This design comes from an exercise in tuning for small area and few clock cycles per item on the open sky130 flow, not from production work. Where RTL was checked, it was by simulation tests only, not by an equivalence proof against the original. Power and IR drop assume default switching activity.

==> flow/design.v (excerpt) <==
module lidar_frame_decoder_top (
    input  logic clk,
    input  logic rst_n,
    input  logic cfg_we,
    input  logic [15:0] cfg_wdata,
    input  logic        in_valid,
    output logic        in_ready,
    input  logic [1:0]  in_opcode,
    input  logic [1:0]  in_sensor,
    input  logic [7:0]  in_data,
    output logic        out_valid,
    input  logic        out_ready,
    output logic        out_error,
    output logic [1:0]  out_frame_event,
    output logic [16:0] out_distance,
    output logic [15:0] out_strength,
    output logic [15:0] out_temperature,
    output logic [23:0] out_version,
    output logic [15:0] out_frame_rate,
    output logic [31:0] out_baud_rate,
    output logic [1:0]  out_output_format,
    output logic [7:0]  out_response_count
);
clock: 8.0 ns
lec_check: 0
cap_margin: 20
core_margin: 2
core_utilization: 40
slew_margin: 20
standard.sh (not shown) runs the stock make flow with config.mk's settings and CLKGATE_MAP_FILE= SYNTH_SCRIPT=/design/flow/synth_recipe.tcl, a recipe that flattens the netlist after the stock synthesis.
==> flow/flow/run.sh <==
#!/bin/bash
# standard layout with these changes: port buffers are buf_1 cells, and CTS uses clkbuf_8
# clusters of at most 18 sinks and inserts no dummy loads
set -e
cp standard.sh standard.sh.log
export BUFFER_PORTS_ARGS="-buffer_cell sky130_fd_sc_hd__buf_1"
export CTS_ARGS="-sink_clustering_enable -repair_clock_nets -dont_use_dummy_load -buf_list sky130_fd_sc_hd__clkbuf_8 -sink_clustering_size 18 -sink_clustering_max_diameter 50"
bash standard.sh > flow_standard.log 2>&1
The baseline produced a clean layout.
Testbench counts at the start, summed over its fixed seeds: cycles 19,240, items 19,232.
==> next run, changes <==
- CORE_UTILIZATION: 40 -> 60
Outcome: Sequential cell count does not change. Sequential share of layout area goes up by 1.2 points. Cell area shrinks by 1.6%. Combinational power falls by about 2%. Sequential power is about the same. Die area went down by 33%. Count of clock-buffer cells in the layout is lower by 4.
==> next run, changes <==
==> flow/flow/run.sh (replaced) <==
#!/bin/bash
# standard layout with two changes: port buffers are buf_1 cells and CTS inserts no dummy loads
set -e
cp standard.sh standard.sh.log
export BUFFER_PORTS_ARGS="-buffer_cell sky130_fd_sc_hd__buf_1"
export CTS_ARGS="-sink_clustering_enable -repair_clock_nets -dont_use_dummy_load"
bash standard.sh > flow_standard.log 2>&1
- CORE_UTILIZATION: 60 -> 40
Outcome: The new run finished with timing, DRC and antenna clean; design area came out higher by 4.7%; worst setup slack improves by 0.10 ns; total power came out higher by 16%; utilization came out lower by 20 points.

---

lidar_frame_decoder_top, a different RTL version from the one above (not shown whole).
Size in the first run: ~0.024 mm2 of cells after synthesis.
clock: 8.0 ns
lec_check: 0
cap_margin: 20
core_margin: 2
core_utilization: 40
slew_margin: 20
==> flow/flow/run.sh <==
#!/bin/bash
# standard layout with two changes: port buffers are buf_1 cells and CTS inserts no dummy loads
set -e
cp standard.sh standard.sh.log
export BUFFER_PORTS_ARGS="-buffer_cell sky130_fd_sc_hd__buf_1"
export CTS_ARGS="-sink_clustering_enable -repair_clock_nets -dont_use_dummy_load -buf_list sky130_fd_sc_hd__clkbuf_8 -sink_clustering_size 18 -sink_clustering_max_diameter 50"
bash standard.sh > flow_standard.log 2>&1
Change:
==> flow/flow/run.sh (replaced) <==
#!/bin/bash
# standard layout with two changes: port buffers are buf_1 cells and CTS inserts no dummy loads
set -e
cp standard.sh standard.sh.log
export BUFFER_PORTS_ARGS="-buffer_cell sky130_fd_sc_hd__buf_1"
export CTS_ARGS="-sink_clustering_enable -repair_clock_nets -dont_use_dummy_load"
bash standard.sh > flow_standard.log 2>&1
=> Sequential share of layout area came out lower by 1.9 points; power goes up by 16%; die area does not change; final area goes up by 2.9%; routed wire length is higher by 0.87%; core utilization came out higher by 1.3 points; worst hold slack got worse by 0.022 ns.
Change:
==> flow/flow/run.sh (replaced) <==
#!/bin/bash
# standard layout with two changes: port buffers are buf_1 cells and CTS inserts no dummy loads
set -e
cp standard.sh standard.sh.log
export BUFFER_PORTS_ARGS="-buffer_cell sky130_fd_sc_hd__buf_1"
export CTS_ARGS="-sink_clustering_enable -repair_clock_nets -dont_use_dummy_load -buf_list sky130_fd_sc_hd__clkbuf_16 -sink_clustering_size 36 -sink_clustering_max_diameter 80"
bash standard.sh > flow_standard.log 2>&1
What happened:
- hold slack gets better by 0.0034 ns
- cell count came out lower by 1.3%
- core utilization came out lower by 1.4 points
Function was not checked in any run of this note: the RTL went through the layout flow alone.

---

== the baseline ==
Another version of the RTL of lidar_frame_decoder_top (not shown whole).
Size: about 1700 cells after synthesis, about 630 flip-flops, about 170 I/O pins, roughly 25000 µm² of cells after synthesis.
Design lidar_frame_decoder_top, start of the top module:
module lidar_frame_decoder_top (
    input  logic clk,
    input  logic rst_n,
    input  logic cfg_we,
    input  logic [15:0] cfg_wdata,
    input  logic        in_valid,
    output logic        in_ready,
    input  logic [1:0]  in_opcode,
    input  logic [1:0]  in_sensor,
    input  logic [7:0]  in_data,
    output logic        out_valid,
    input  logic        out_ready,
    output logic        out_error,
    output logic [1:0]  out_frame_event,
    output logic [16:0] out_distance,
    output logic [15:0] out_strength,
    output logic [15:0] out_temperature,
    output logic [23:0] out_version,
    output logic [15:0] out_frame_rate,
    output logic [31:0] out_baud_rate,
    output logic [1:0]  out_output_format,
    output logic [7:0]  out_response_count
);
    localparam int NS = lfd_pkg::SENSOR_COUNT;
    logic [15:0] thresh_reg;
    logic        req_valid;
    logic [1:0]  req_op, req_sens;
    logic [7:0]  req_data;
    logic [3:0]  pos_r   [NS];
    logic [3:0]  kind_r  [NS];
    logic [7:0]  sum_r   [NS];
    logic [47:0] fb_r    [NS];
    logic [15:0] rng_r   [NS];
    logic [15:0] str_r   [NS];
    logic [15:0] temp_r  [NS];
    logic        stale_r [NS];
    logic [23:0] ver_r   [NS];
    logic        ver_v   [NS];
    logic [15:0] rate_r  [NS];
    logic        rate_v  [NS];
    logic [31:0] baud_r  [NS];
    logic        baud_v  [NS];
    logic [1:0]  fmt_r   [NS];
    logic [7:0]  cnt_r   [NS];
    logic        cnt_v   [NS];
    logic fire;
    logic [NS-1:0] sel;
    logic is_byte, is_read, is_info, last;
    logic [3:0]  pos;
    logic [3:0]  kind, kind_nxt;
    logic [7:0]  sum;
    logic [15:0] rng, str, temp;
    logic        stale;
    logic [23:0] ver;
    logic [15:0] rate;
    logic [31:0] baud;
    logic [1:0]  fmt;
    logic [7:0]  cnt;
    logic [1:0] ev;
    logic set_meas, set_ver, set_rate, set_baud, set_dflt, set_fmt;
  ...
clock: 8.0 ns
lec_check: 0
cap_margin: 20
core_margin: 2
core_utilization: 40
slew_margin: 20
run.sh (not shown) runs the stock make flow with config.mk's settings and CLKGATE_MAP_FILE= SYNTH_SCRIPT=/design/flow/synth_recipe.tcl, a recipe that flattens the netlist after the stock synthesis.
Stock flow here: none of the scripts above is used.
Testbench counts of the baseline, summed over its fixed seeds: cycles 19,240, items 19,232.
Input changes introduced in the candidate (baseline for comparison: the baseline):
Settings: CAP_MARGIN: 20 -> 0; CTS_BUF_LIST: unset -> sky130_fd_sc_hd__clkbuf_4; SLEW_MARGIN: 20 -> 0; ABC_AREA: unset -> 1.
Findings:
As far as post-cts gate resize count goes, the baseline and the candidate are indistinguishable; the numbers are identical.
The candidate — final-layout clock-cell area share 0.19 points lower, the baseline as reference
From the baseline to the candidate the numbers moved as follows: xor-xnor portion of the synthesized cell area held; area of the die lower; via count saw an increase.
Per the comparison of the candidate with the baseline, combinational power increased by about 20% relative to the old numbers, fraction of met3 tracks used by global routing increased by 0.99 points relative to the old numbers, wire length of the first global-routing pass increased by 6000 µm relative to the old numbers, first-pass detailed-route iteration total closely matched the old numbers.
Delta (the candidate minus the baseline): number of non-clock buffers in the layout shows an increase of 0.49%; area of the multi-input gates shrank by about 10%.

---

Another version of the RTL of lidar_frame_decoder_top (not shown whole).
Size in the first run: about 1400 cells after synthesis, roughly 170 I/O pins.
Design lidar_frame_decoder_top, start of the top module:
module lidar_frame_decoder_top (
    input  logic clk,
    input  logic rst_n,
    input  logic cfg_we,
    input  logic [15:0] cfg_wdata,
    input  logic        in_valid,
    output logic        in_ready,
    input  logic [1:0]  in_opcode,
    input  logic [1:0]  in_sensor,
    input  logic [7:0]  in_data,
    output logic        out_valid,
    input  logic        out_ready,
    output logic        out_error,
    output logic [1:0]  out_frame_event,
    output logic [16:0] out_distance,
    output logic [15:0] out_strength,
    output logic [15:0] out_temperature,
    output logic [23:0] out_version,
    output logic [15:0] out_frame_rate,
    output logic [31:0] out_baud_rate,
    output logic [1:0]  out_output_format,
    output logic [7:0]  out_response_count
);
    localparam int NS = lfd_pkg::SENSOR_COUNT;
    logic [15:0] thresh_reg;
    logic        req_valid;
    logic [NS-1:0] req_sel;      
    logic        req_byte, req_read, req_info;
    logic [7:0]  req_data;
    logic [3:0]  pos_r   [NS];
    logic [2:0]  kind_r  [NS];
    logic [7:0]  sum_r   [NS];
    logic [47:0] fb_r    [NS];
    logic [15:0] rng_r   [NS];
    logic [15:0] str_r   [NS];
    logic [15:0] temp_r  [NS];
    logic        stale_r [NS];
    logic [23:0] ver_r   [NS];
    logic        ver_v   [NS];
    logic [15:0] rate_r  [NS];
    logic        rate_v  [NS];
    logic [31:0] baud_r  [NS];
    logic        baud_v  [NS];
    logic [1:0]  fmt_r   [NS];
  ...
clock: 8.0 ns
lec_check: 0
cap_margin: 20
core_margin: 2
core_utilization: 60
slew_margin: 20
standard.sh (not shown) runs the stock make flow with config.mk's settings and CLKGATE_MAP_FILE= SYNTH_SCRIPT=/design/flow/synth_recipe.tcl, a recipe that flattens the netlist after the stock synthesis.
==> flow/flow/run.sh <==
#!/bin/bash
# standard layout with these changes: port buffers are buf_1 cells, and CTS uses clkbuf_8
# clusters of at most 18 sinks and inserts no dummy loads
set -e
cp standard.sh standard.sh.log
export BUFFER_PORTS_ARGS="-buffer_cell sky130_fd_sc_hd__buf_1"
export CTS_ARGS="-sink_clustering_enable -repair_clock_nets -dont_use_dummy_load -buf_list sky130_fd_sc_hd__clkbuf_4 -sink_clustering_size 10 -sink_clustering_max_diameter 40"
bash standard.sh > flow_standard.log 2>&1
The first run completed without violations.
Testbench counts at the start, summed over its fixed seeds: cycles 19,240, items 19,232.
==> next run, changes <==
==> flow/flow/run.sh (replaced) <==
#!/bin/bash
# standard layout with these changes: port buffers are buf_1 cells, and CTS uses clkbuf_8
# clusters of at most 18 sinks and inserts no dummy loads
set -e
cp standard.sh standard.sh.log
export BUFFER_PORTS_ARGS="-buffer_cell sky130_fd_sc_hd__buf_1"
export CTS_ARGS="-sink_clustering_enable -repair_clock_nets -dont_use_dummy_load -buf_list sky130_fd_sc_hd__clkbuf_8 -sink_clustering_size 18 -sink_clustering_max_diameter 100"
bash standard.sh > flow_standard.log 2>&1
Worst setup slack is better by 0.077 ns.
Flip-flop and latch count stays the same.
Power went down by 0.31%.
Wire length is lower by 0.51%.
==> next run, changes <==
==> flow/flow/run.sh (replaced) <==
#!/bin/bash
# standard layout with these changes: port buffers are buf_1 cells, and CTS uses clkbuf_8
# clusters of at most 18 sinks and inserts no dummy loads
set -e
cp standard.sh standard.sh.log
export BUFFER_PORTS_ARGS="-buffer_cell sky130_fd_sc_hd__buf_1"
export CTS_ARGS="-sink_clustering_enable -repair_clock_nets -dont_use_dummy_load -buf_list sky130_fd_sc_hd__clkbuf_8 -sink_clustering_size 18 -sink_clustering_max_diameter 50"
bash standard.sh > flow_standard.log 2>&1
- CORE_UTILIZATION: 60 -> 75
What happened: Sequential share of layout area increases by 0.36 points; wire length shrinks by about 5%; combinational power went down by about 2%; utilization grows by 15 points; sequential power hardly moves; first-iteration DRC count went up by about 18%; worst setup slack is worse by 0.46 ns; design area went down by 0.48%; die area goes down by about 20%; via count went up by 3.0%; global-route usage went up by 5.3 points.
==> next run, changes <==
- CORE_UTILIZATION: 75 -> 60
Area after synthesis is unchanged.
Power rose by 0.90%.
First-iteration DRC count fell by 21%.
Wire length rose by 5.6%.

## port drivers added, routing unchanged
No port has a modelled driver above. Below, the same layouts with a new extraction and two added sets of constraints. Step 1 (the two cells are an assumption about what drives the block):
set clk [get_ports {clk}]
set_driving_cell -lib_cell sky130_fd_sc_hd__clkbuf_16 $clk
set_driving_cell -lib_cell sky130_fd_sc_hd__buf_2 [delete_from_list [all_inputs] $clk]
Step 2 times the ports against the registers' clock, not the clock port: input delays grow and output delays shrink by t, the midpoint of the rising clock arrivals with the driver on. Slacks: no drivers / after step 1 / after step 2; pairs: no drivers / after step 1.
| run | t (ns) | setup slack, ns | worst setup path at the end | slew at the worst register clock pin (ns) | pins driven straight from the clock port |
|---|---|---|---|---|---|
| the first run of note 1 | 0.698 | 1.323 / 1.268 / 1.966 | register to output | 0.11 / 0.11 | 1 |
| the second run of note 1 | 0.689 | 1.297 / 1.245 / 1.934 | register to output | 0.11 / 0.11 | 1 |
| the third run of note 1 | 0.664 | 1.402 / 1.342 / 2.007 | register to output | 0.07 / 0.07 | 1 |
| the first run of note 2 | 0.699 | 1.419 / 1.364 / 2.063 | register to output | 0.11 / 0.11 | 1 |
| the second run of note 2 | 0.668 | 1.515 / 1.454 / 2.122 | register to output | 0.07 / 0.07 | 1 |
| the third run of note 2 | 0.643 | 1.541 / 1.480 / 2.122 | register to output | 0.13 / 0.13 | 1 |
| the baseline | 0.661 | 1.265 / 1.206 / 1.867 | register to output | 0.06 / 0.06 | 1 |
| the candidate | 1.062 | 0.290 / 0.231 / 1.293 | register to output | 0.07 / 0.07 | 1 |
| the first run of note 4 | 0.792 | 2.089 / 2.038 / 2.208 | register to register | 0.12 / 0.12 | 1 |
| the second run of note 4 | 0.675 | 2.166 / 2.117 / 2.203 | register to register | 0.12 / 0.12 | 1 |
| the third run of note 4 | 0.603 | 1.703 / 1.652 / 2.194 | register to register | 0.11 / 0.11 | 1 |
| the fourth run of note 4 | 0.685 | 2.202 / 2.152 / 2.232 | register to register | 0.11 / 0.11 | 1 |
After both steps setup and hold are still met in every run listed.
